Context: an optimization exercise on an open-source flow, tuned for small area, a short achievable clock period and few clock cycles per item. The choices shown serve that exercise and are no tape-out recipe. At most, simulation tests tie the RTL to the original design; equivalence was not proved. For run 1, only the layout was checked, not whether the RTL still works. No activity file was given, so power comes from the tool's default toggle rates.

==> flow/design.v, too long to show whole: its modules and the start of the top module <==
// module round_n_sat: 22 lines
// module iir_mac_dsp48: 772 lines
// module iir_fa: 4 lines
// module iir_ha: 4 lines
// module iir_cascade_sched: 251 lines
module iir_cascade_sched
#(
    parameter int Nsec   = 4,
    parameter int Ndint  = 3,
    parameter int Ndfrac = 22,
    parameter int Ncint  = 4,
    parameter int Ncfrac = 14
) (
    input  logic                       clk,
    input  logic                       reset,
    input  logic                       dv_in,
    input  logic [Ndint+Ndfrac-1:0]    d_in,
    output logic                       dv_out,
    output logic [Ndint+Ndfrac-1:0]    d_out,
    output logic                       busy,
    input  logic                       flush,
    input  logic                       coef_we,
    input  logic [$clog2(Nsec)+2:0]    coef_addr,
    input  logic [Ncint+Ncfrac-1:0]    coef_data,
    output logic                       ovr,
    output logic                       coef_err,
    input  logic                       err_clr
);
  // ...
==> flow/run.sh <==
#!/bin/bash
# synth_recipe.tcl (not shown) runs the flow's synth.tcl, then flattens the netlist and writes it again
# the make line also repeats each setting of config.mk as NAME=value (left out here)
make -C /OpenROAD-flow-scripts/flow DESIGN_CONFIG=/design/flow/config.mk WORK_HOME=/design/flow/orfs CLKGATE_MAP_FILE= SYNTH_SCRIPT=/design/flow/synth_recipe.tcl finish
==> flow/config.mk <==
export PLATFORM = sky130hd
export DESIGN_NAME = iir_cascade_sched
export DESIGN_NICKNAME = iir_cascade_sched
export VERILOG_FILES = /design/flow/design.v
export SDC_FILE = /design/flow/constraint.sdc
export NUM_CORES = 4
export LEC_CHECK = 0
export CAP_MARGIN = 20
export CORE_MARGIN = 2
export CORE_UTILIZATION = 40
export SETUP_SLACK_MARGIN = 5
export SLEW_MARGIN = 20
export SYNTH_HIERARCHICAL = 1
==> flow/constraint.sdc <==
create_clock -name core_clock -period 12.5 [get_ports {clk}]
set_input_delay 2.5000 -clock core_clock [delete_from_list [all_inputs] [get_ports {clk}]]
set_output_delay 2.5000 -clock core_clock [all_outputs]
set_load 0.01 [all_outputs]
==> summary.txt, run 1 <==
Run status = timing/DRC/antenna clean
GRT Util Overall = 24.2%
Final Cell Area = 93800 µm²
Fin util = 43.3%
First-pass DRT Iterations = 6
Distinct cells, synth = 97
Largest cell class = multi-input gates
Multi-input gate share of total cell area = 57.3%
Clock Sinks = 1079
Synthesis-stage register bit count = 1079
Placed cell areas = 89700 µm²
Initial antenna violation count = 9
CP max stage cell = dfxtp_2
Setup TNS = 0 ps
Synth cell count leaders = xnor2_1 (1054), a22oi_1 (993), fa_1 (840)
R2R depth = 21
Largest net degree at the start of global routing = 70
Die W = 470 µm
DP Cell Count = 10000
Syn Inst Count = 7642
Final setup viols = 0
Clock Latency Late Sink = 780 ps
Max_slew headroom = 21.3%
Worst Hold Launch = x1_q[16]$_DFFE_PP_
Met2 Usage GRT = 39.6%
Mux cell area share after synthesis = 0.848%
M1 WL = 111000 µm
==> module iir_cascade_sched, before the edit <==
module iir_cascade_sched
#(
    parameter int Nsec   = 4,
    parameter int Ndint  = 3,
    parameter int Ndfrac = 22,
    parameter int Ncint  = 4,
    parameter int Ncfrac = 14
) (
    input  logic                       clk,
    input  logic                       reset,
    input  logic                       dv_in,
    input  logic [Ndint+Ndfrac-1:0]    d_in,
    output logic                       dv_out,
    output logic [Ndint+Ndfrac-1:0]    d_out,
    output logic                       busy,
    input  logic                       flush,
    input  logic                       coef_we,
    input  logic [$clog2(Nsec)+2:0]    coef_addr,
    input  logic [Ncint+Ncfrac-1:0]    coef_data,
    output logic                       ovr,
    output logic                       coef_err,
    input  logic                       err_clr
);
    localparam int DW = Ndint + Ndfrac;            
    localparam int CW = Ncint + Ncfrac;            
    localparam int SW = 45;                        
    localparam int ND = (CW + 1) / 2;              
    localparam logic [SW-1:0] INIT = (SW'(1) << (Ncfrac - 1)) | (SW'(1) << (Ncfrac + DW - 1));
    logic           busy_q, dv_q, ovr_q, cerr_q, dirty_q;
    logic [7:0]     t_q;         
    logic [4:0]     p_q;         
    logic [DW-1:0]  xin_q;
    logic [DW-1:0]  x1_q, x2_q;
    logic           vx1_q, vx2_q;
    logic [2:0][DW-1:0] y1l_q;   
    logic [DW-1:0]  y13_q;       
    logic [3:0][DW-1:0] y2_q;
    logic [3:0]     vy1_q, vy2_q;
    logic [3:0][4:0][CW-1:0] coef_q;
    logic [3:0][4:0]         cv_q;
    logic [3:0][SW-1:0] acc_q;
    logic [3:0]         pv_q;
    logic [3:0][ND-1:0] one_q, two_q, sg_q;
    logic       w_accept, w_wr, w_prep;
    logic [7:0] w_t_n;
    logic [4:0] w_p_n;
    assign w_accept = dv_in && !busy_q && !flush;
    assign w_wr     = coef_we && !busy_q && (coef_addr[2:0] < 3'd5);
    assign w_prep   = dirty_q || w_wr;
    always_comb begin
        w_t_n[0] = !flush && ((w_accept && !w_prep) || p_q[4]);
        for (int k = 1; k < 8; k++)
            w_t_n[k] = !flush && !(w_accept && w_prep) && t_q[k-1];
        w_p_n[0] = !flush && w_accept && w_prep;
        for (int k = 1; k < 5; k++)
            w_p_n[k] = !flush && p_q[k-1];
    end
    logic [3:0]      w_ch;
    logic [3:0][4:1] w_st;
    logic [3:0][4:0] w_seln;     
    always_comb begin
        for (int s = 0; s < 4; s++) begin
            w_ch[s]      = t_q[s];
            w_seln[s][0] = w_t_n[s];
            for (int j = 1; j < 5; j++) begin
                w_st[s][j]   = t_q[s+j] || p_q[j];
                w_seln[s][j] = w_t_n[s+j] || w_p_n[j];
            end
        end
    end
    logic [3:0][CW-1:0] w_bn;
    logic [3:0]         w_negn;
    always_comb begin
        for (int s = 0; s < 4; s++) begin
            w_bn[s] = '0;
            for (int k = 0; k < 5; k++)
                if (w_seln[s][k] && cv_q[s][k])
                    w_bn[s] = w_bn[s] | coef_q[s][k];
            w_negn[s] = w_seln[s][3] || w_seln[s][4];
        end
    end
    logic [3:0][ND-1:0] w_one_n, w_two_n, w_sg_n;
    logic [3:0][CW:0]   w_bx;    
    always_comb begin
        for (int s = 0; s < 4; s++) begin
            w_bx[s] = {w_bn[s], 1'b0};
            for (int i = 0; i < ND; i++) begin
                w_one_n[s][i] = w_bx[s][2*i+1] ^ w_bx[s][2*i];
                w_two_n[s][i] = (w_bx[s][2*i+2] & ~w_bx[s][2*i+1] & ~w_bx[s][2*i])
                              | (~w_bx[s][2*i+2] & w_bx[s][2*i+1] & w_bx[s][2*i]);
                w_sg_n[s][i]  = w_bx[s][2*i+2] ^ w_negn[s];
            end
        end
    end
    logic [3:0][DW-1:0] w_y1;
    logic [3:0][DW-1:0] w_a;
    logic [3:0][SW-1:0] w_base;
    logic [3:0][SW-1:0] w_sum;
    logic [3:0][DW-1:0] w_y;
    assign w_y1 = {y13_q, y1l_q};
    logic       w_vx1_n, w_vx2_n;
    logic [3:0] w_vy1_n, w_vy2_n, w_pv_n;
    always_comb begin
        w_vx1_n = !flush && (w_ch[0] || vx1_q);
        w_vx2_n = !flush && (w_ch[0] ? vx1_q : vx2_q);
        for (int s = 0; s < 4; s++) begin
            w_vy1_n[s] = !flush && (w_ch[s] || vy1_q[s]);
            w_vy2_n[s] = !flush && (w_ch[s] ? vy1_q[s] : vy2_q[s]);
            w_pv_n[s]  = !flush && (w_st[s][1] || w_st[s][2] || w_st[s][3] || w_st[s][4]
                                    || pv_q[s]);
        end
    end
    logic [3:0][DW-1:0] a_q, w_a_n, w_h_n;
    logic [3:0]         bsel_q, w_bsel_n;
    always_comb begin
        w_h_n[0] = ({DW{w_seln[0][1] && w_vx1_n}} & (w_ch[0] ? xin_q : x1_q))
                 | ({DW{w_seln[0][2] && w_vx2_n}} & x2_q)
                 | ({DW{w_seln[0][3] && w_vy1_n[0]}} & w_y1[0])
                 | ({DW{w_seln[0][4] && w_vy2_n[0]}} & y2_q[0]);
        w_a_n[0] = w_seln[0][0] ? (p_q[4] ? xin_q : d_in) : w_h_n[0];
        for (int s = 1; s < 4; s++) begin
            w_h_n[s] = ({DW{w_seln[s][1] && w_vy1_n[s-1]}} & w_y1[s-1])
                     | ({DW{w_seln[s][2] && w_vy2_n[s-1]}} & y2_q[s-1])
                     | ({DW{w_seln[s][3] && w_vy1_n[s]}} & w_y1[s])
                     | ({DW{w_seln[s][4] && w_vy2_n[s]}} & y2_q[s]);
            w_a_n[s] = w_seln[s][0] ? w_y[s-1] : w_h_n[s];
        end
        for (int s = 0; s < 4; s++) begin
            w_bsel_n[s] = (w_seln[s][0] && w_pv_n[s])
                       || w_seln[s][2] || w_seln[s][3] || w_seln[s][4];
        end
    end
    always_comb begin
        w_a = a_q;
        for (int s = 0; s < 4; s++) begin
            w_base[s] = bsel_q[s] ? acc_q[s] : INIT;
        end
    end
    for (genvar s = 0; s < 4; s++) begin : g_sec
        iir_mac_dsp48 u_mac (
            .a    (w_a[s]),
            .one  (one_q[s]),
            .two  (two_q[s]),
            .sg   (sg_q[s]),
            .base (w_base[s]),
            .s    (w_sum[s])
        );
        round_n_sat #(
            .IN_W  (SW),
            .OUT_W (DW),
            .SHIFT (Ncfrac)
        ) u_rns (
            .din  (w_sum[s]),
            .dout (w_y[s])
        );
    end
    always_ff @(posedge clk) begin
        if (w_accept) begin
            xin_q <= d_in;
        end
        if (!flush && w_ch[0]) begin
            x1_q <= xin_q;
            x2_q <= x1_q;
        end
        for (int s = 0; s < 3; s++) begin
            if (!flush && w_ch[s]) begin
                y1l_q[s] <= w_y[s];
            end
        end
        for (int s = 0; s < 4; s++) begin
            if (!flush && w_ch[s]) begin
                y2_q[s] <= w_y1[s];
            end
            if (!flush && (w_st[s][1] || w_st[s][2] || w_st[s][3] || w_st[s][4])) begin
                acc_q[s] <= w_sum[s];
            end
        end
        for (int s = 0; s < 4; s++) begin
            for (int k = 0; k < 5; k++) begin
                if (w_wr && coef_addr == 5'(s * 8 + k)) begin
                    coef_q[s][k] <= coef_data;
                end
            end
        end
        a_q   <= w_a_n;
        one_q <= w_one_n;
        two_q <= w_two_n;
        sg_q  <= w_sg_n;
    end
    always_ff @(posedge clk or posedge reset) begin
        if (reset) begin
            y13_q <= '0;
        end else if (!flush && w_ch[3]) begin
            y13_q <= w_y[3];
        end
    end
    always_ff @(posedge clk or posedge reset) begin
        if (reset) begin
            busy_q  <= 1'b0;
            dv_q    <= 1'b0;
            ovr_q   <= 1'b0;
            cerr_q  <= 1'b0;
            dirty_q <= 1'b0;
            t_q     <= '0;
            p_q     <= '0;
            vx1_q   <= 1'b0;
            vx2_q   <= 1'b0;
            vy1_q   <= '0;
            vy2_q   <= '0;
            pv_q    <= '0;
            cv_q    <= '0;
            bsel_q  <= '0;
        end else begin
            t_q    <= w_t_n;
            p_q    <= w_p_n;
            dv_q   <= !flush && t_q[3];
            ovr_q  <= (dv_in && busy_q && !flush) || (ovr_q && !err_clr);
            cerr_q <= (coef_we && busy_q) || (cerr_q && !err_clr);
            if (flush) begin
                busy_q <= 1'b0;
            end else if (w_accept) begin
                busy_q <= 1'b1;
            end else if (t_q[3]) begin
                busy_q <= 1'b0;
            end
            if (flush || w_accept) begin
                dirty_q <= 1'b0;
            end else if (w_wr) begin
                dirty_q <= 1'b1;
            end
            for (int s = 0; s < 4; s++) begin
                for (int k = 0; k < 5; k++) begin
                    if (w_wr && coef_addr == 5'(s * 8 + k)) begin
                        cv_q[s][k] <= 1'b1;
                    end
                end
            end
            vx1_q  <= w_vx1_n;
            vx2_q  <= w_vx2_n;
            vy1_q  <= w_vy1_n;
            vy2_q  <= w_vy2_n;
            pv_q   <= w_pv_n;
            bsel_q <= w_bsel_n;
        end
    end
    assign dv_out   = dv_q;
    assign d_out    = y13_q;
    assign busy     = busy_q;
    assign ovr      = ovr_q;
    assign coef_err = cerr_q;
endmodule
==> run 2, diff against run 1 <==
--- a/flow/design.v
+++ b/flow/design.v
@@ -55,17 +55,21 @@
 `default_nettype wire
 `default_nettype none
 module iir_mac_dsp48 (
     input  wire [24:0] a,
     input  wire [8:0] one,
     input  wire [8:0] two,
     input  wire [8:0] sg,
     input  wire [44:0] base,
-    output wire [44:0] s
+    output wire [44:0] s,
+    output wire [24:0] y,
+    input  wire        sel,
+    input  wire [24:0] h,
+    output wire [24:0] nxt
 );
     wire one0 = one[0];
     wire two0 = two[0];
     wire sg0  = sg[0];
     wire one1 = one[1];
     wire two1 = two[1];
     wire sg1  = sg[1];
     wire one2 = one[2];
@@ -820,16 +824,20 @@
     iir_fa u_fs481 (.a(hs399), .b(pp8[24]), .c(fc398), .s(fs481), .co(fc482));
     iir_fa u_fs483 (.a(base[41]), .b(hc400), .c(pp8[25]), .s(fs483), .co(fc484));
     iir_ha u_hs485 (.a(1'b1), .b(base[42]), .s(hs485), .co(hc486));
     iir_ha u_hs487 (.a(1'b1), .b(base[43]), .s(hs487), .co(hc488));
     iir_ha u_hs489 (.a(1'b1), .b(base[44]), .s(hs489), .co(hc490));
     wire [44:0] r0 = {hc488, hc486, hs485, fs483, fc480, fs479, fc476, fc474, fs473, fc470, fc468, fc466, fc464, fs463, fc460, fc458, fc456, fc454, fc452, fc450, fc448, fc446, fc444, fc442, fc440, fc438, fc436, fc434, fc432, fc430, fc428, fc426, fc424, fc422, fc420, fc418, fc416, fc414, fc412, fc410, fc408, fc406, hc404, hc402, pp0[0]};
     wire [44:0] r1 = {hs489, hs487, fc484, fc482, fs481, fc478, fs477, fs475, fc472, fs471, fs469, fs467, fs465, fc462, fs461, fs459, fs457, fs455, fs453, fs451, fs449, fs447, fs445, fs443, fs441, fs439, fs437, fs435, fs433, fs431, fs429, fs427, fs425, fs423, fs421, fs419, fs417, fs415, fs413, fs411, fs409, fs407, fs405, hs403, hs401};
     assign s = r0 + r1;
+    wire neg = s[44];
+    wire pos = !s[44] && (|s[43:39]);
+    assign y = neg ? {1'b1, 24'h000000} : pos ? {1'b0, 24'hffffff} : {~s[38], s[37:14]};
+    assign nxt = sel ? y : h;
 endmodule
 module iir_fa (input wire a, input wire b, input wire c, output wire s, output wire co);
     assign s  = a ^ b ^ c;
     assign co = (a & b) | (a & c) | (b & c);
 endmodule
 module iir_ha (input wire a, input wire b, output wire s, output wire co);
     assign s  = a ^ b;
     assign co = a & b;
@@ -929,44 +937,46 @@
                 w_sg_n[s][i]  = w_bx[s][2*i+2] ^ w_negn[s];
             end
         end
     end
     logic [3:0][DW-1:0] w_y1;
     logic [3:0][DW-1:0] w_a;
     logic [3:0][SW-1:0] w_base;
     logic [3:0][SW-1:0] w_sum;
-    logic [3:0][DW-1:0] w_y;
+    logic [3:0][DW-1:0] w_y, w_nxt;
     assign w_y1 = {y13_q, y1l_q};
+    logic [3:0] w_yld;
+    assign w_yld = {w_ch[3], w_ch[3:1]};
     logic       w_vx1_n, w_vx2_n;
     logic [3:0] w_vy1_n, w_vy2_n, w_pv_n;
     always_comb begin
         w_vx1_n = !flush && (w_ch[0] || vx1_q);
         w_vx2_n = !flush && (w_ch[0] ? vx1_q : vx2_q);
         for (int s = 0; s < 4; s++) begin
-            w_vy1_n[s] = !flush && (w_ch[s] || vy1_q[s]);
-            w_vy2_n[s] = !flush && (w_ch[s] ? vy1_q[s] : vy2_q[s]);
+            w_vy1_n[s] = !flush && (w_yld[s] || vy1_q[s]);
+            w_vy2_n[s] = !flush && (w_yld[s] ? vy1_q[s] : vy2_q[s]);
             w_pv_n[s]  = !flush && (w_st[s][1] || w_st[s][2] || w_st[s][3] || w_st[s][4]
                                     || pv_q[s]);
         end
     end
     logic [3:0][DW-1:0] a_q, w_a_n, w_h_n;
     logic [3:0]         bsel_q, w_bsel_n;
     always_comb begin
         w_h_n[0] = ({DW{w_seln[0][1] && w_vx1_n}} & (w_ch[0] ? xin_q : x1_q))
                  | ({DW{w_seln[0][2] && w_vx2_n}} & x2_q)
                  | ({DW{w_seln[0][3] && w_vy1_n[0]}} & w_y1[0])
                  | ({DW{w_seln[0][4] && w_vy2_n[0]}} & y2_q[0]);
         w_a_n[0] = w_seln[0][0] ? (p_q[4] ? xin_q : d_in) : w_h_n[0];
         for (int s = 1; s < 4; s++) begin
-            w_h_n[s] = ({DW{w_seln[s][1] && w_vy1_n[s-1]}} & w_y1[s-1])
+            w_h_n[s] = ({DW{w_seln[s][1] && w_vy1_n[s-1]}} & (w_ch[s] ? a_q[s] : w_y1[s-1]))
                      | ({DW{w_seln[s][2] && w_vy2_n[s-1]}} & y2_q[s-1])
                      | ({DW{w_seln[s][3] && w_vy1_n[s]}} & w_y1[s])
                      | ({DW{w_seln[s][4] && w_vy2_n[s]}} & y2_q[s]);
-            w_a_n[s] = w_seln[s][0] ? w_y[s-1] : w_h_n[s];
+            w_a_n[s] = w_nxt[s-1];
         end
         for (int s = 0; s < 4; s++) begin
             w_bsel_n[s] = (w_seln[s][0] && w_pv_n[s])
                        || w_seln[s][2] || w_seln[s][3] || w_seln[s][4];
         end
     end
     always_comb begin
         w_a = a_q;
@@ -976,42 +986,38 @@
     end
     for (genvar s = 0; s < 4; s++) begin : g_sec
         iir_mac_dsp48 u_mac (
             .a    (w_a[s]),
             .one  (one_q[s]),
             .two  (two_q[s]),
             .sg   (sg_q[s]),
             .base (w_base[s]),
-            .s    (w_sum[s])
-        );
-        round_n_sat #(
-            .IN_W  (SW),
-            .OUT_W (DW),
-            .SHIFT (Ncfrac)
-        ) u_rns (
-            .din  (w_sum[s]),
-            .dout (w_y[s])
+            .s    (w_sum[s]),
+            .y    (w_y[s]),
+            .sel  ((s < 3) ? w_seln[(s + 1) % 4][0] : 1'b0),
+            .h    ((s < 3) ? w_h_n[(s + 1) % 4] : '0),
+            .nxt  (w_nxt[s])
         );
     end
     always_ff @(posedge clk) begin
         if (w_accept) begin
             xin_q <= d_in;
         end
         if (!flush && w_ch[0]) begin
             x1_q <= xin_q;
             x2_q <= x1_q;
         end
         for (int s = 0; s < 3; s++) begin
-            if (!flush && w_ch[s]) begin
-                y1l_q[s] <= w_y[s];
+            if (!flush && w_yld[s]) begin
+                y1l_q[s] <= a_q[s+1];
             end
         end
         for (int s = 0; s < 4; s++) begin
-            if (!flush && w_ch[s]) begin
+            if (!flush && w_yld[s]) begin
                 y2_q[s] <= w_y1[s];
             end
             if (!flush && (w_st[s][1] || w_st[s][2] || w_st[s][3] || w_st[s][4])) begin
                 acc_q[s] <= w_sum[s];
             end
         end
         for (int s = 0; s < 4; s++) begin
             for (int k = 0; k < 5; k++) begin
==> summary.txt, run 2 <==
Proportion of layout cells with a drive suffix above 1 = 8.70%
Run status = timing/DRC/antenna clean
Sequential share of power = 31.2%
Setup TNS = 0 ps (unchanged)
# hold bufs at CTS = 0
Critical Path RT = 13170 ps
Final hold vios = 0
Most frequent cells in the layout = a22oi_1 (1073), xnor2_1 (1020), fa_1 (840)
VDD IR max = 0.000162 V
RSZ-0062 raised after global routing = yes
Clock transition at path regs = 60 ps
# IOs = 83
Crit-path max FO = 18
CP arrival = 7920 ps
Fmax = 0.138 GHz
Reg with most FFs = coef_q
Clock Latency Late Sink = 810 ps (+30 ps)
DP Wirelength = 196000 µm
NetSw = 5440 µW
Setup crit start kind = register
DP Cell Count = 10200 (+1.5%)
Combinational cell fraction of total power = 40.7%
Leakage = 0.0357 µW
Worst-Margin Slew = 1210 ps
Clock share of power = 28.1%
CTS HTree Levels = 4
Syn Inst Count = 7770 (+1.7%)
Fin. max-slew vios = 0
Vias per cell = 6.06
Global-route wire length before repair = 427000 µm
Routability-driven placement congestion ratio = 0.934
Yosys Warn Count = 7
WL final = 279000 µm
Max-cap viol count = 0
Port buffer count = 82
Commonest non-fill, non-tap cell in the layout = a22oi_1
Die ar. = 223000 µm²
Row Count = 172
Sw Share = 39.5%
Drt initial violations = 6884
CTS Buffer Depth = 3
First-pass DRT Iterations = 7 (+1)
Drt wl/cell = 26.7 µm
Largest regs = coef_q (360), acc_q (180)
Final net count = 8656
P_int = 8340 µW
Total congestion overflow = 0
Post-CTS Setup Bufs = 0
Final setup viols = 0 (unchanged)
Initial antenna violation count = 15 (+6)
Largest net degree at the start of global routing = 73 (+4.3%)
DRC violations left = 0
Die Y-Extent = 473 µm
CTS tree = done
Clock Tree Root = clkbuf_16
Number of flip-flops under the largest register name = 360
Total CTS buffers = 130
Setup Skew = 56.4 ps
Die W = 473 µm (+0.47%)
Hold Crit Class = reg2reg
P&R area growth vs syn = 8.59%
GRT Util Overall = 24.9% (+0.70 points)
CP endpoint kind = register
Via count = 63200
Core area = 219000 µm²
Crit Path Class = reg2reg
Initial cell density of the core = 40.1%
Vias in the first global route = 65800
ANT nets after route = 0
Final Non-Filler Cells = 10400
Final period util = 58.0%
Synth Cell Area = 87800 µm²
Max_slew headroom = 19.1% (-2.3 points)
Syn Area/Cell = 11.3 µm²
Pwr dens = 145 nW/µm²
Clock Sinks = 1079 (unchanged)
Period minus WS final = 7250 ps
## run 2: area by class of cell
type / instances / area, µm²
sequential: 1079 / 29900
tap: 2871 / 3590
clock buffer: 179 / 3660
fill: 20400 / 124000
clock inverter: 60 / 739
timing repair buffer: 278 / 2290
inverter: 153 / 579
multi-input combinational: 5800 / 54600
antenna: 7 / 17.5
## run 2: critical path, stage by stage, from the launching register on
cell	delay, ps
dfxtp_1	1040
a22oi_1	250
xnor2_1	220
fa_1	450
fa_1	400
fa_1	510
fa_1	410
ha_1	400
a21oi_1	430
o221ai_1	200
a21oi_1	480
o21ai_1	200
a31oi_1	560
o21ai_0	220
xor2_1	580
and4bb_1	410
a311oi_1	330
## run 2: worst paths after layout
path / startpoint / endpoint / slack [ps] / cells after the start
max in group asynchronous: reset / p_q[4]$_DFF_PP0_ / 9170 / 3
hold reg to reg: x1_q[4]$_DFFE_PP_ / x2_q[4]$_DFFE_PP_ / 420 / 0
setup reg to reg: a_q[8]$_DFF_P_ / a_q[46]$_DFF_P_ / 5250 / 16
setup / recovery: a_q[8]$_DFF_P_ / a_q[46]$_DFF_P_ / 5250 / 16
min in group asynchronous: reset / dv_q$_DFF_PP0_ / 2180 / 2
hold / removal: x1_q[4]$_DFFE_PP_ / x2_q[4]$_DFFE_PP_ / 420 / 0
## run 2: stage by stage
step / hold WS (ps) / utilization [%] / cell area, µm² / worst slack (ps) / power [µW]
final: 418 / 43.5 / 95400 / 5250 / 13800
after global routing: 430 / 43.5 / 95400 / 5000 / 14500
after CTS: 414 / 43.5 / 95300 / 5210 / 13800
after detailed placement: 438 / 41.5 / 90900 / 5260 / 9870
after global placement: 433 / 41.5 / 90800 / 5210 / 9880
after floorplan: 423 / - / 88000 / 6070 / 8040
## run 2: metal layers
metal  global-route usage, %  vias up  part of all wire (%)
li1                        -    27400                     -
met1                    33.3    32200                    42
met2                    39.9     3033                    46
met3                    5.62      563                   8.6
met4                    7.94       10                   3.2
met5                       0        -                 0.020
## run 2: timing repair
| item | in CTS | in global routing |
|---|---|---|
| hold endpoints to repair | 0 | 0 |
| resized for setup | 0 | 11 |
| setup endpoints to repair | 0 | 19 |
## run 2: power groups by stage
stage | registers (µW) | clock network [µW] | logic [µW]
6_report | 4290 | 3880 | 5610
4_1_cts | 4290 | 3950 | 5580
5_1_grt | 4310 | 4080 | 6120
3_3_place_gp | 4360 | 0 | 5520
2_1_floorplan | 4250 | 0 | 3790
3_5_place_dp | 4360 | 0 | 5510
Testbench counts of run 2, summed over its fixed seeds: cycles 12,048, items 2,400.
==> run 3, diff against run 2 <==
==> flow/flow/run.sh (new file) <==
#!/bin/bash
set -euo pipefail
cd "$(dirname "${BASH_SOURCE[0]}")/.."
bash standard.sh SETUP_SLACK_MARGIN=7 finish > standard_flow.log 2>&1
==> flow/standard.sh (new file) <==
#!/bin/bash
# synth_recipe.tcl (not shown) runs the flow's synth.tcl, then flattens the netlist and writes it again
# the make line also repeats each setting of config.mk as NAME=value (left out here)
make -C /OpenROAD-flow-scripts/flow DESIGN_CONFIG=/design/flow/config.mk WORK_HOME=/design/flow/orfs CLKGATE_MAP_FILE= SYNTH_SCRIPT=/design/flow/synth_recipe.tcl "${@:-finish}"
--- a/flow/config.mk
+++ b/flow/config.mk
@@ -8,6 +8,5 @@
 export CAP_MARGIN = 20
 export CORE_MARGIN = 2
 export CORE_UTILIZATION = 40
-export SETUP_SLACK_MARGIN = 5
 export SLEW_MARGIN = 20
 export SYNTH_HIERARCHICAL = 1
removed: flow/run.sh
==> summary.txt, run 3 <==
Initial antenna violation count = 8 (-7)
Vias in the first global route = 67900 (+3.2%)
Vias per cell = 6.18 (+1.9%)
Critical Path RT = 13140 ps (-30 ps)
Reg with most FFs = coef_q
Run status = timing/DRC/antenna clean
Period minus WS final = 5990 ps (-1270 ps)
CTS HTree Levels = 3 (-1)
Clock Latency Late Sink = 760 ps (-50 ps)
Clock Tree Root = clkbuf_16
Syn Inst Count = 7770 (unchanged)
Initial cell density of the core = 40.1% (unchanged)
CTS Buffer Depth = 3 (unchanged)
Final setup viols = 0 (unchanged)
# IOs = 83 (unchanged)
Setup TNS = 0 ps (unchanged)
Fin. max-slew vios = 0 (unchanged)
CP endpoint kind = register
ANT nets after route = 0 (unchanged)
Setup Skew = 32.0 ps (-24.4 ps)
Total congestion overflow = 0 (unchanged)
CP arrival = 6630 ps (-1290 ps)
Total CTS buffers = 117 (-10%)
Max-cap viol count = 0 (unchanged)
Filler cells = 19700 (-3.6%)
Proportion of layout cells with a drive suffix above 1 = 19.4% (+11 points)
Final net count = 8898 (+2.8%)
GRT Util Overall = 25.8% (+0.91 points)
First-pass DRT Iterations = 6 (-1)
Setup crit start kind = register
Port buffer count = 82 (unchanged)
Largest net degree at the start of global routing = 66 (-9.6%)
Fmax = 0.167 GHz (+21%)
DRC violations left = 0 (unchanged)
Worst Hold Slack = 446 ps (+28.8 ps)
Final period util = 47.9% (-10 points)
Yosys Warn Count = 7 (unchanged)
WL final = 295000 µm (+5.6%)
Crit-path max FO = 9 (-9)
RSZ-0062 raised after global routing = yes
Number of flip-flops under the largest register name = 360 (unchanged)
Crit Path Class = reg2reg
Clock Sinks = 1079 (unchanged)
Pwr dens = 149 nW/µm² (+2.8%)
Synth Cell Area = 87800 µm² (unchanged)
Final hold vios = 0 (unchanged)
Worst-Margin Slew = 1140 ps (-69.3 ps)
Row Count = 172 (unchanged)
Drt wl/cell = 27.6 µm (+3.3%)
Max_slew headroom = 23.5% (+4.4 points)
VDD IR max = 0.000216 V (+33%)
Leakage = 0.0378 µW (+5.8%)
Core area = 219000 µm² (unchanged)
Global-route wire length before repair = 443000 µm (+3.7%)
CTS tree = done
P&R area growth vs syn = 16.6%
Clock transition at path regs = 70 ps (about the same)
# hold bufs at CTS = 0 (unchanged)
Routability-driven placement congestion ratio = 0.929 (-0.60%)
Die ar. = 223000 µm² (unchanged)
Commonest non-fill, non-tap cell in the layout = a22oi_1
DP Wirelength = 195000 µm (-0.75%)
Syn Area/Cell = 11.3 µm² (unchanged)
Most frequent cells in the layout = a22oi_1 (1009), xnor2_1 (978), edfxtp_1 (790)
Die Y-Extent = 473 µm (unchanged)
Die W = 473 µm (unchanged)
Drt initial violations = 6760 (-1.8%)
Largest regs = coef_q (360), acc_q (180)
Hold Crit Class = reg2reg
Via count = 65900 (+4.2%)
run 3: stage by stage:
stage	setup slack (ps)	utilization, %	cells	power (µW)	area, µm²
6_report	6510	46.8	10700	15200	102000
5_1_grt	6370	46.8	10700	15900	102000
4_1_cts	6630	45.5	10600	14400	99700
3_5_place_dp	5360	41.6	10200	9880	91100
3_3_place_gp	5380	41.6	10200	9890	91100
2_1_floorplan	6660	-	7814	8180	88900
run 3: final cells by class:
| cell class | instances | area (µm²) | share of cell area [%] |
|---|---|---|---|
| antenna | 5 | 12.5 | 0.0122 |
| clock buffer | 154 | 3230 | 3.15 |
| clock inverter | 67 | 643 | 0.628 |
| inverter | 153 | 593 | 0.579 |
| multi-input combinational | 5804 | 58200 | 56.8 |
| sequential | 1079 | 30300 | 29.5 |
| tap | 2871 | 3590 | 3.51 |
| timing repair buffer | 528 | 5920 | 5.78 |
| timing repair inverter | 1 | 6.26 | 0.00611 |
run 3: worst paths after layout:
kind / start / to / slack, ps / cells after the start
hold reg to reg: x1_q[2]$_DFFE_PP_ / x2_q[2]$_DFFE_PP_ / 450 / 0
max in group asynchronous: reset / p_q[4]$_DFF_PP0_ / 8930 / 3
setup reg to reg: one_q[27]$_DFF_P_ / y13_q[22]$_DFFE_PP0P_ / 6510 / 19
setup / recovery: one_q[27]$_DFF_P_ / y13_q[22]$_DFFE_PP0P_ / 6510 / 19
hold / removal: x1_q[2]$_DFFE_PP_ / x2_q[2]$_DFFE_PP_ / 450 / 0
min in group asynchronous: reset / bsel_q[2]$_DFF_PP0_ / 2300 / 2
run 3: metal layers:
layer	vias up	share of wire [%]	track usage, %
li1	27900	-	-
met1	33900	41	34.3
met2	3425	46	40.9
met3	680	9.2	5.87
met4	6	4.2	9.78
met5	-	0.014	0
run 3: repair_timing:
action,4_1_cts,5_1_grt
cloned,20,6
endpoints found under the setup margin,235,171
pin swaps,175,184
buffers inserted,158,80
gates resized for setup,727,393
run 3: critical path: stages, from the launching register on:
cell	delay, ps
dfxtp_4	400
buf_4	150
a22oi_2	190
xnor2_2	110
fa_1	550
fa_1	440
fa_2	360
fa_1	490
fa_1	520
ha_4	360
nand2_4	90
or3_4	380
o221ai_4	290
a2bb2oi_4	220
mux2i_1	240
a211oi_2	80
nor2_4	260
and4bb_2	350
a21oi_1	90
mux2_2	270
run 3: report_power, final:
part	internal (µW)	leakage (µW)	switching (µW)
Clock	1980	0.00191	1560
Sequential	4130	0.00999	156
Combinational	3060	0.0259	4340
Total	9160	0.0378	6050
==> run 4, diff against run 3 <==
==> flow/flow/run.sh (replaced) <==
#!/bin/bash
set -euo pipefail
cd "$(dirname "${BASH_SOURCE[0]}")/.."
bash standard.sh SETUP_SLACK_MARGIN=6 finish > standard_flow.log 2>&1
==> summary.txt, run 4 <==
Run status = timing/DRC/antenna clean
ANT nets after route = 0 (unchanged)
DRC violations left = 0 (unchanged)
Setup crit start kind = register
Hold Path Sink = x2_q[4]$_DFFE_PP_
Worst R2R End = a_q[45]$_DFF_P_
Routability-driven placement congestion ratio = 0.934 (+0.60%)
CTS tree = done
Crit-path max FO = 27 (+18)
Critical Path RT = 13110 ps (-30 ps)
Max-cap viol count = 0 (unchanged)
Vias per cell = 6.06 (-1.9%)
Worst path bufs/invs = 1 (unchanged)
Fin. max-slew vios = 0 (unchanged)
Setup TNS = 0 ps (unchanged)
Worst-Margin Slew = 1140 ps (+0.366 ps)
CP cell instances = buf_4 > xnor2_1 > fa_1 > fa_1 > fa_1 > fa_1 > fa_1 > ha_2 > nand4_1 > or3_1 > o221ai_4 > a2bb2oi_4 > mux2i_1 > a211oi_2 > nor2_4 > and4bb_2 > a31oi_1
Drt wl/cell = 26.8 µm (-3.2%)
GRT Util Overall = 24.9% (-0.91 points)
Initial antenna violation count = 16 (+8)
Setup Skew = 49.1 ps (+17.1 ps)
Synth Cell Area = 87800 µm² (unchanged)
CP max stage cell = fa_1
# IOs = 83 (unchanged)
Die Y-Extent = 473 µm (unchanged)
CTS HTree Levels = 4 (+1)
First-pass DRT Iterations = 6 (unchanged)
Final hold vios = 0 (unchanged)
Final period util = 50.9% (+3.0 points)
Via count = 63400 (-3.8%)
CP peak stage delay = 520 ps (-30 ps)
# hold bufs at CTS = 0 (unchanged)
Crit Path Class = reg2reg
Top cell family by delay on the critical path = adder cells
VDD IR max = 0.000146 V (-33%)
Row Count = 172 (unchanged)
Final worst slack = 6140 ps (-374 ps)
Port buffer count = 82 (unchanged)
Total congestion overflow = 0 (unchanged)
Proportion of layout cells with a drive suffix above 1 = 10.2% (-9.1 points)
Placed cell areas = 90900 µm² (-0.24%)
P&R area growth vs syn = 9.46%
Initial cell density of the core = 40.1% (unchanged)
WL final = 280000 µm (-5.1%)
Reg2Reg Launch Point = sg_q[1]$_DFF_P_
CP most frequent cell = fa_1
Final setup viols = 0 (unchanged)
Period minus WS final = 6360 ps (+374 ps)
Clock transition at path regs = 60 ps (about the same)
Clock Latency Late Sink = 810 ps (+50 ps)
Largest regs = coef_q (360), acc_q (180)
Pwr dens = 145 nW/µm² (-2.4%)
Leakage = 0.0360 µW (-4.9%)
Most frequent cells in the layout = a22oi_1 (1073), xnor2_1 (1018), fa_1 (840)
CTS Buffer Depth = 3 (unchanged)
Syn Area/Cell = 11.3 µm² (unchanged)
Reg with most FFs = coef_q
Final Cell Area = 96100 µm² (-6.1%)
RSZ-0062 raised after global routing = yes
CP arrival = 6970 ps (+340 ps)
Drt initial violations = 6536 (-3.3%)
Worst Hold Launch = x1_q[4]$_DFFE_PP_
CP endpoint kind = register
Grt peak-use layer = met2
Met1 usage = 33.3% (-1.1 points)
Clock Tree Root = clkbuf_16
WHS Path Cells = 0 (unchanged)
Yosys Warn Count = 7 (unchanged)
R2R depth = 17 (-2)
Clock Sinks = 1079 (unchanged)
Met3 global-route usage = 5.66% (-0.21 points)
Vias in the first global route = 65800 (-3.0%)
Max_slew headroom = 23.8% (+0.32 points)
Syn Inst Count = 7770 (unchanged)
Global-route wire length before repair = 427000 µm (-3.6%)
Number of flip-flops under the largest register name = 360 (unchanged)
Final net count = 8680 (-2.4%)
R2R Setup Slk = 6140 ps (-370 ps)
Commonest non-fill, non-tap cell in the layout = a22oi_1
Die W = 473 µm (unchanged)
Die ar. = 223000 µm² (unchanged)
Fmax = 0.157 GHz (-5.9%)
Pre-CTS WS = 5260 ps (-97.9 ps)
DP Wirelength = 196000 µm (+0.76%)
Met2 Usage GRT = 39.9% (-0.98 points)
Core area = 219000 µm² (unchanged)
Largest net degree at the start of global routing = 73 (+11%)
Hold Crit Class = reg2reg
Total CTS buffers = 130 (+11%)
==> run 4: area by class of cell <==
class,instances,area (µm²)
Fill cell,20300,123000
Multi-Input combinational cell,5801,54900
Sequential cell,1079,30100
Clock buffer,179,3660
Tap cell,2871,3590
Timing Repair Buffer,301,2600
Clock inverter,60,739
Inverter,153,579
Antenna cell,5,12.5
==> run 4: timing repair <==
action,4_1_cts,5_1_grt
cloned,0,1
resized for setup,106,94
pin swaps,1,13
buffers inserted,5,19
setup endpoints to repair,104,100
==> run 4: metal layers <==
metal	vias up	wire, µm
li1	27400	-
met1	32500	116000
met2	2868	130000
met3	589	23900
met4	16	9430
met5	-	106
==> run 4: per-stage QoR <==
step           hold WS [ps]  instances  total power, µW  util [%]
2_1_floorplan           423       7814             8040         -
3_3_place_gp            433      10200             9880      41.5
3_5_place_dp            438      10200             9870      41.5
4_1_cts                 414      10400            13900      43.6
5_1_grt                 430      10400            14700      43.9
6_report                420      10400            13900      43.9
==> run 4: worst max path at each step <==
stage | start | to | slack [ps] | cells past startpoint
CTS | a_q[65]$_DFF_P_ | a_q[90]$_DFF_P_ | 6020 | 18
global placement | two_q[28]$_DFF_P_ | y13_q[13]$_DFFE_PP0P_ | 5210 | 19
global route | one_q[19]$_DFF_P_ | a_q[96]$_DFF_P_ | 5960 | 18
detailed placement | two_q[28]$_DFF_P_ | y13_q[13]$_DFFE_PP0P_ | 5260 | 19
floorplan | flush | two_q[10]$_DFF_P_ | 6070 | 9
finish | sg_q[1]$_DFF_P_ | a_q[45]$_DFF_P_ | 6140 | 17
==> run 4: power by group <==
part,leakage [µW],switching (µW),internal (µW)
Sequential,0.00997,157,4130
Clock,0.00213,1660,2220
Combinational,0.0239,3680,2080
Total,0.0360,5500,8430

port drivers added, routing unchanged:
Ports are ideal in the flow. The routed layouts listed here were re-timed in OpenROAD.
Step 1 (the two cells are an assumption about what drives the block):
set clk [get_ports {clk}]
set_driving_cell -lib_cell sky130_fd_sc_hd__clkbuf_16 $clk
set_driving_cell -lib_cell sky130_fd_sc_hd__buf_2 [delete_from_list [all_inputs] $clk]
Step 2 also shifts input and output timing later by t, the mid clock arrival at the registers, as if the neighbouring blocks saw the same clock.
Three values: ideal, step 1, step 2; two values: the first two.
run	shift t [ns]	slack for setup (ns)	worst hold slack (ns)	latest minus earliest clock arrival (ns)
run 1	0.859	5.268 / 5.268 / 5.268	0.414 / 0.414 / 0.414	0.041 / 0.041
run 2	0.876	5.246 / 5.246 / 5.246	0.418 / 0.418 / 0.418	0.056 / 0.056
run 3	0.835	6.513 / 6.513 / 6.272	0.446 / 0.446 / 0.446	0.045 / 0.045
run 4	0.879	6.138 / 6.138 / 5.754	0.420 / 0.420 / 0.420	0.052 / 0.052
After both steps every run listed still meets setup and hold. The setup slack of run 4, which loses most, moves by 0.000 ns with the drivers and by -0.384 ns with both steps.
